Background: an optimization exercise with open tools, aiming at small area, a short achievable clock period and few clock cycles per item. Do not read the settings as production practice. The RTL was checked by simulation tests, not by an equivalence proof against the original design.

==> inputs of run a <==
Design rv_core, start of the top module:
module rv_core #(
    parameter int NUM_REGS = 32
) (
    input  logic             clk,
    input  logic             rst_n,
    input  logic             instr_valid,
    input  rv_pkg::instr_t   instr,
    output logic             busy,
    output logic             wb_valid,
    output logic             illegal,
    output rv_pkg::reg_idx_t wb_rd,
    output rv_pkg::xlen_t    wb_data
);
==> flow/config.mk <==
export PLATFORM = sky130hd
export DESIGN_NAME = rv_core
export DESIGN_NICKNAME = rv_core
export VERILOG_FILES = /design/flow/design.v
export SDC_FILE = /design/flow/constraint.sdc
export NUM_CORES = 4
export LEC_CHECK = 0
export CAP_MARGIN = 20
export CORE_MARGIN = 2
export CORE_UTILIZATION = 40
export SETUP_SLACK_MARGIN = 1.0
export SLEW_MARGIN = 20
==> flow/constraint.sdc <==
create_clock -name core_clock -period 16.0 [get_ports {clk}]
set_input_delay 3.2000 -clock core_clock [delete_from_list [all_inputs] [get_ports {clk}]]
set_output_delay 3.2000 -clock core_clock [all_outputs]
set_load 0.01 [all_outputs]
run.sh (not shown) runs the stock make flow with config.mk's settings and CLKGATE_MAP_FILE= SYNTH_SCRIPT=/design/flow/synth_recipe.tcl, a recipe that flattens the netlist after the stock synthesis.
==> inputs of run b, as changes to run a <==
--- a/flow/design.v
+++ b/flow/design.v
@@ -25,15 +25,17 @@
     output logic             rs2_nz,
     input  logic             wr_en,
     input  rv_pkg::reg_idx_t wr_rd,
     input  rv_pkg::xlen_t    wr_data
 );
-    rv_pkg::xlen_t regs [32];
+    rv_pkg::xlen_t regs [1:31];
     logic [31:0]   nz;
     always_ff @(posedge clk) begin
-        if (wr_en && wr_rd != '0) begin
-            regs[wr_rd] <= wr_data;
+        for (int i = 1; i < 32; i++) begin
+            if (wr_en && wr_rd == 5'(i)) begin
+                regs[i] <= wr_data;
+            end
         end
     end
     always_ff @(posedge clk) begin
         if (!rst_n) begin
             nz <= '0;
@@ -41,12 +43,21 @@
             nz[wr_rd] <= |wr_data;
         end
     end
     assign rs1_nz  = (rs1_idx != '0) && nz[rs1_idx];
     assign rs2_nz  = (rs2_idx != '0) && nz[rs2_idx];
-    assign rs1_val = rs1_nz ? regs[rs1_idx] : '0;
-    assign rs2_val = rs2_nz ? regs[rs2_idx] : '0;
+    logic [31:1] sel1, sel2;
+    always_comb begin
+        rs1_val = '0;
+        rs2_val = '0;
+        for (int i = 1; i < 32; i++) begin
+            sel1[i] = rs1_idx == 5'(i) && nz[i];
+            sel2[i] = rs2_idx == 5'(i) && nz[i];
+            rs1_val = rs1_val | ({32{sel1[i]}} & regs[i]);
+            rs2_val = rs2_val | ({32{sel2[i]}} & regs[i]);
+        end
+    end
 endmodule
 `default_nettype wire
 `timescale 1ns/1ps
 `default_nettype none
 module rv_core #(
@@ -66,19 +77,20 @@
     logic          ex_ill;        
     logic [4:0]    ex_rd;
     rv_pkg::xlen_t op_a;
     rv_pkg::xlen_t op_b;          
     logic          op_cin;        
+    logic [4:0]    op_sh;         
     logic          s_add, s_sll, s_slt, s_xor, s_sr, s_or, s_and;
+    logic          s_mlo, s_mhi;   
     logic          slt_u;         
     logic          sr_arith;      
     logic [1:0]    md_state;
     logic [2:0]    md_f3;
     logic [63:0]   acc;
     logic [5:0]    md_cnt;
     logic          md_first;
-    logic          md_neg;
     assign busy     = md_state != rv_pkg::MD_IDLE;
     assign wb_valid = ex_valid;
     assign illegal  = ex_ill;
     assign wb_rd    = ex_rd;
     rv_pkg::xlen_t rs1_val, rs2_val;
@@ -156,66 +168,79 @@
     function automatic rv_pkg::xlen_t bitrev(input rv_pkg::xlen_t x);
         for (int i = 0; i < 32; i++) begin
             bitrev[i] = x[31 - i];
         end
     endfunction
+    logic       i_bsx;
+    logic [2:0] i_fit;
+    logic [1:0] i_top;
+    assign i_bsx = (funct3 == 3'b000 || funct3 == 3'b001) && rs2_val[31];
+    assign i_fit[0] = rs2_val[31:8]  == {24{i_bsx}};
+    assign i_fit[1] = rs2_val[31:16] == {16{i_bsx}};
+    assign i_fit[2] = rs2_val[31:24] == {8{i_bsx}};
+    assign i_top = i_fit[0] ? 2'd0 : i_fit[1] ? 2'd1 : i_fit[2] ? 2'd2 : 2'd3;
     logic          i_inv;
     rv_pkg::xlen_t i_a, i_b;
-    assign i_inv = (i_f3 == 3'b000 && i_alt) || i_f3 == 3'b010 || i_f3 == 3'b011;
+    assign i_inv = (is_op && funct7 == 7'b0100000 && funct3 == 3'b000) ||
+                   ((is_op && funct7 == 7'b0) || is_opimm) && funct3[2:1] == 2'b01;
     assign i_a   = is_lui ? '0 : (i_f3 == 3'b001 ? bitrev(rs1_val) : rs1_val);
     assign i_b   = (i_use_imm ? i_imm : rs2_val) ^ {32{i_inv}};
     logic [32:0]   sum;
     logic          lt;
     rv_pkg::xlen_t shr;
     assign sum = {1'b0, op_a} + {1'b0, op_b} + {32'b0, op_cin};
     assign lt  = slt_u ? !sum[32] : ((op_a[31] == op_b[31]) ? op_a[31] : !sum[32]);
-    assign shr = rv_pkg::xlen_t'($signed({sr_arith & op_a[31], op_a}) >>> op_b[4:0]);
+    assign shr = rv_pkg::xlen_t'($signed({sr_arith & op_a[31], op_a}) >>> op_sh);
     assign alu_y = ({32{s_add}} & sum[31:0])
                  | ({32{s_sll}} & bitrev(shr))
                  | ({32{s_slt}} & {31'b0, lt})
                  | ({32{s_xor}} & (op_a ^ op_b))
                  | ({32{s_sr }} & shr)
                  | ({32{s_or }} & (op_a | op_b))
-                 | ({32{s_and}} & (op_a & op_b));
+                 | ({32{s_and}} & (op_a & op_b))
+                 | ({32{s_mlo}} & acc[31:0])
+                 | ({32{s_mhi}} & acc[63:32]);
     assign wb_data = alu_y;
     logic [32:0] m_a, m_b;
-    logic [3:0]  m_fit;       
-    logic [1:0]  m_top;
     logic [1:0]  m_idx;
     logic [8:0]  m_chunk;
-    logic [41:0] m_prod;
     logic [63:0] m_acc;
     assign m_a = {md_f3 != 3'b011 && op_a[31], op_a};
     assign m_b = {(md_f3 == 3'b000 || md_f3 == 3'b001) && op_b[31], op_b};
-    assign m_fit[0] = (m_b[32:8]  == '0) || (m_b[32:8]  == '1);
-    assign m_fit[1] = (m_b[32:16] == '0) || (m_b[32:16] == '1);
-    assign m_fit[2] = (m_b[32:24] == '0) || (m_b[32:24] == '1);
-    assign m_fit[3] = 1'b1;
-    assign m_top = m_fit[0] ? 2'd0 : m_fit[1] ? 2'd1 : m_fit[2] ? 2'd2 : 2'd3;
-    assign m_idx = md_first ? m_top : md_cnt[1:0];
+    assign m_idx = md_cnt[1:0];
     always_comb begin
         case (m_idx)
             2'd0:    m_chunk = {1'b0, m_b[7:0]};
             2'd1:    m_chunk = {1'b0, m_b[15:8]};
             2'd2:    m_chunk = {1'b0, m_b[23:16]};
             default: m_chunk = {1'b0, m_b[31:24]};
         endcase
         if (md_first) m_chunk[8] = m_b[32];
     end
-    assign m_prod = 42'($signed(m_a) * $signed(m_chunk));
-    assign m_acc  = (md_first ? 64'b0 : {acc[55:0], 8'b0}) + {{22{m_prod[41]}}, m_prod};
+    assign m_acc  = $signed(md_first ? 64'b0 : {acc[55:0], 8'b0}) + $signed(m_a) * $signed(m_chunk);
     logic          d_sgn, d_an, d_bn;
     rv_pkg::xlen_t d_amag, d_bmag;
     logic [5:0]    d_la, d_lb;
     logic signed [7:0] d_steps;
     logic [5:0]    d_n;           
     logic [63:0]   d_init;
     function automatic logic [5:0] bitlen(input rv_pkg::xlen_t x);
-        bitlen = 6'd0;
-        for (int i = 0; i < 32; i++) begin
-            if (x[i]) bitlen = 6'(i + 1);
-        end
+        logic [15:0] h16;
+        logic [7:0]  h8;
+        logic [3:0]  h4;
+        logic [1:0]  h2;
+        logic [4:0]  lz;
+        lz[4] = x[31:16] == '0;
+        h16   = lz[4] ? x[15:0] : x[31:16];
+        lz[3] = h16[15:8] == '0;
+        h8    = lz[3] ? h16[7:0] : h16[15:8];
+        lz[2] = h8[7:4] == '0;
+        h4    = lz[2] ? h8[3:0] : h8[7:4];
+        lz[1] = h4[3:2] == '0;
+        h2    = lz[1] ? h4[1:0] : h4[3:2];
+        lz[0] = !h2[1];
+        bitlen = (x == '0) ? 6'd0 : 6'd32 - {1'b0, lz};
     endfunction
     assign d_sgn   = !md_f3[0];
     assign d_an    = d_sgn && op_a[31];
     assign d_bn    = d_sgn && op_b[31];
     assign d_amag  = d_an ? -op_a : op_a;
@@ -231,33 +256,21 @@
     assign d_t1 = {acc[63:32], acc[31]} - {1'b0, op_b};
     assign d_r1 = d_t1[32] ? {acc[62:32], acc[31]} : d_t1[31:0];
     assign d_t2 = {d_r1, acc[30]} - {1'b0, op_b};
     assign d_r2 = d_t2[32] ? {d_r1[30:0], acc[30]} : d_t2[31:0];
     assign d_q2 = {acc[29:0], !d_t1[32], !d_t2[32]};
-    logic          fin;
-    rv_pkg::xlen_t fin_val;
-    logic          fin_neg;
+    logic fin;
+    logic d_early;                
+    logic d_neg;                  
+    assign d_early = d_steps <= 8'sd0;
+    assign d_neg   = md_f3[1] ? d_an : (d_an ^ d_bn);
     always_comb begin
-        fin     = 1'b0;
-        fin_val = '0;
-        fin_neg = 1'b0;
         case (md_state)
-            rv_pkg::MD_MUL: begin
-                fin     = md_first ? (m_top == 2'd0) : (md_cnt[1:0] == 2'd0);
-                fin_val = (md_f3 == 3'b000) ? m_acc[31:0] : m_acc[63:32];
-            end
-            rv_pkg::MD_DPRE: begin
-                fin     = d_steps <= 8'sd0;
-                fin_val = md_f3[1] ? d_amag : '0;
-                fin_neg = md_f3[1] ? d_an : 1'b0;
-            end
-            rv_pkg::MD_DIV: begin
-                fin     = md_cnt == 6'd2;
-                fin_val = md_f3[1] ? d_r2 : d_q2;
-                fin_neg = md_neg;
-            end
-            default: ;
+            rv_pkg::MD_MUL:  fin = md_cnt[1:0] == 2'd0;
+            rv_pkg::MD_DPRE: fin = d_early;
+            rv_pkg::MD_DIV:  fin = md_cnt == 6'd2;
+            default:         fin = 1'b0;
         endcase
     end
     always_ff @(posedge clk) begin
         if (!rst_n) begin
             ex_valid <= 1'b0;
@@ -276,53 +289,66 @@
                 md_state <= rv_pkg::MD_DIV;
             end
         end
     end
     always_ff @(posedge clk) begin
-        if (accept) begin
+        if (!busy) begin
             ex_rd    <= instr[11:7];
             md_f3    <= funct3;
+            md_cnt   <= {4'b0, i_top};
             md_first <= 1'b1;
             op_a     <= i_a;
             op_b     <= i_b;
+            op_sh    <= i_b[4:0];
             op_cin   <= i_inv;
             s_add    <= i_f3 == 3'b000;
             s_sll    <= i_f3 == 3'b001;
             s_slt    <= i_f3 == 3'b010 || i_f3 == 3'b011;
             s_xor    <= i_f3 == 3'b100;
             s_sr     <= i_f3 == 3'b101;
             s_or     <= i_f3 == 3'b110;
             s_and    <= i_f3 == 3'b111;
+            s_mlo    <= 1'b0;
+            s_mhi    <= 1'b0;
             slt_u    <= i_f3[0];
             sr_arith <= i_alt;
-        end else if (fin) begin
-            op_a     <= '0;
-            op_b     <= fin_val ^ {32{fin_neg}};
-            op_cin   <= fin_neg;
-            s_add    <= 1'b1;
-            s_sll    <= 1'b0;
-            s_slt    <= 1'b0;
-            s_xor    <= 1'b0;
-            s_sr     <= 1'b0;
-            s_or     <= 1'b0;
-            s_and    <= 1'b0;
         end else begin
             case (md_state)
                 rv_pkg::MD_MUL: begin
                     md_first <= 1'b0;
                     md_cnt   <= {4'b0, m_idx - 2'd1};
                     acc      <= m_acc;
+                    s_add    <= 1'b0;
+                    s_sll    <= 1'b0;
+                    s_slt    <= 1'b0;
+                    s_xor    <= 1'b0;
+                    s_sr     <= 1'b0;
+                    s_or     <= 1'b0;
+                    s_and    <= 1'b0;
+                    s_mlo    <= md_f3 == 3'b000;
+                    s_mhi    <= md_f3 != 3'b000;
                 end
                 rv_pkg::MD_DPRE: begin
                     md_cnt <= d_n;
-                    md_neg <= md_f3[1] ? d_an : (d_an ^ d_bn);
                     acc    <= d_init;
-                    op_b   <= d_bmag;
+                    op_a   <= '0;
+                    op_b   <= d_early ? ((md_f3[1] ? d_amag : '0) ^ {32{d_neg}}) : d_bmag;
+                    op_cin <= d_neg;
+                    s_add  <= 1'b1;
+                    s_sll  <= 1'b0;
+                    s_slt  <= 1'b0;
+                    s_xor  <= 1'b0;
+                    s_sr   <= 1'b0;
+                    s_or   <= 1'b0;
+                    s_and  <= 1'b0;
                 end
                 rv_pkg::MD_DIV: begin
                     md_cnt <= md_cnt - 6'd2;
                     acc    <= {d_r2, d_q2};
+                    if (fin) begin
+                        op_b <= (md_f3[1] ? d_r2 : d_q2) ^ {32{op_cin}};
+                    end
                 end
                 default: ;
             endcase
         end
     end
--- a/flow/config.mk
+++ b/flow/config.mk
@@ -6,7 +6,7 @@
 export NUM_CORES = 4
 export LEC_CHECK = 0
 export CAP_MARGIN = 20
 export CORE_MARGIN = 2
 export CORE_UTILIZATION = 40
-export SETUP_SLACK_MARGIN = 1.0
+export SETUP_SLACK_MARGIN = 5
 export SLEW_MARGIN = 20
==> comparison <==
Run a produced a clean layout. Run b ran to the end with no violations. Of run a and run b, run a has the higher die area (gap about 4%, measured against run b). Against run b, the register-to-register slack of run a is lower by 4.1 ns. Between run a and run b, the lower worst setup slack is in run a (gap 4.1 ns). Final cell count: run b is larger than run a (about 8%). Against run b, the cell area of run a is larger by 4.2%. Clock skew: run a is lower than run b (0.017 ns). Synthesized cell count: run a is smaller than run b (about 13%).
==> figures <==
| metric | run a | run b |
|---|---|---|
| Result of the run | no timing/DRC/antenna violations | no timing/DRC/antenna violations |
| Data required time of the worst path | 16.48 ns | 16.52 ns |
| Length of routed met2 wiring | 148000 um | 183000 um |
| Avg Inst Size Synth | 12.5 um2 | 10.5 um2 |
| Die Footprint | 0.216 mm2 | 0.208 mm2 |
| Met1 usage | 39.5% | 48.1% |
| H-tree depth | 4 | 3 |
| Ant. Diodes | 6 | 33 |
| Max reg flops | 1024 | 992 |
| Post-route met1 wirelength | 126000 um | 148000 um |
| Simple-gate portion of the synthesized area | 8.73% | 12.7% |
| Non-Clock Inverter Count | 309 | 477 |
| Share of the final layout cell area in multi-input gates | 49.4% | 47.7% |
| Routing usage on met2 | 45.9% | 59.6% |
Testbench counts of run a, summed over its fixed seeds: cycles 34,853, instrs 24,000.
Testbench counts of run b, summed over its fixed seeds: cycles 34,853, instrs 24,000.

## separate check: timing with driven ports
How much do the figures lean on ideal ports? The routed layouts below were timed once more, with nothing changed but the port constraints. Step 1 assumes that a clkbuf_16 drives the clock port and a buf_2 every other input. Step 2 times the ports against the registers' clock, not the clock port: input delays grow and output delays shrink by t, the midpoint of the rising clock arrivals with the driver on. Three values: ideal, step 1, step 2; two values: the first two.
run	t, ns	slack for setup (ns)	slew at the worst register clock pin (ns)	pins driven straight from the clock port
run a	0.895	1.487 / 1.487 / 1.487	0.06 / 0.06	1
run b	0.918	5.553 / 5.553 / 5.553	0.07 / 0.07	1
After both steps every run listed still meets setup and hold.
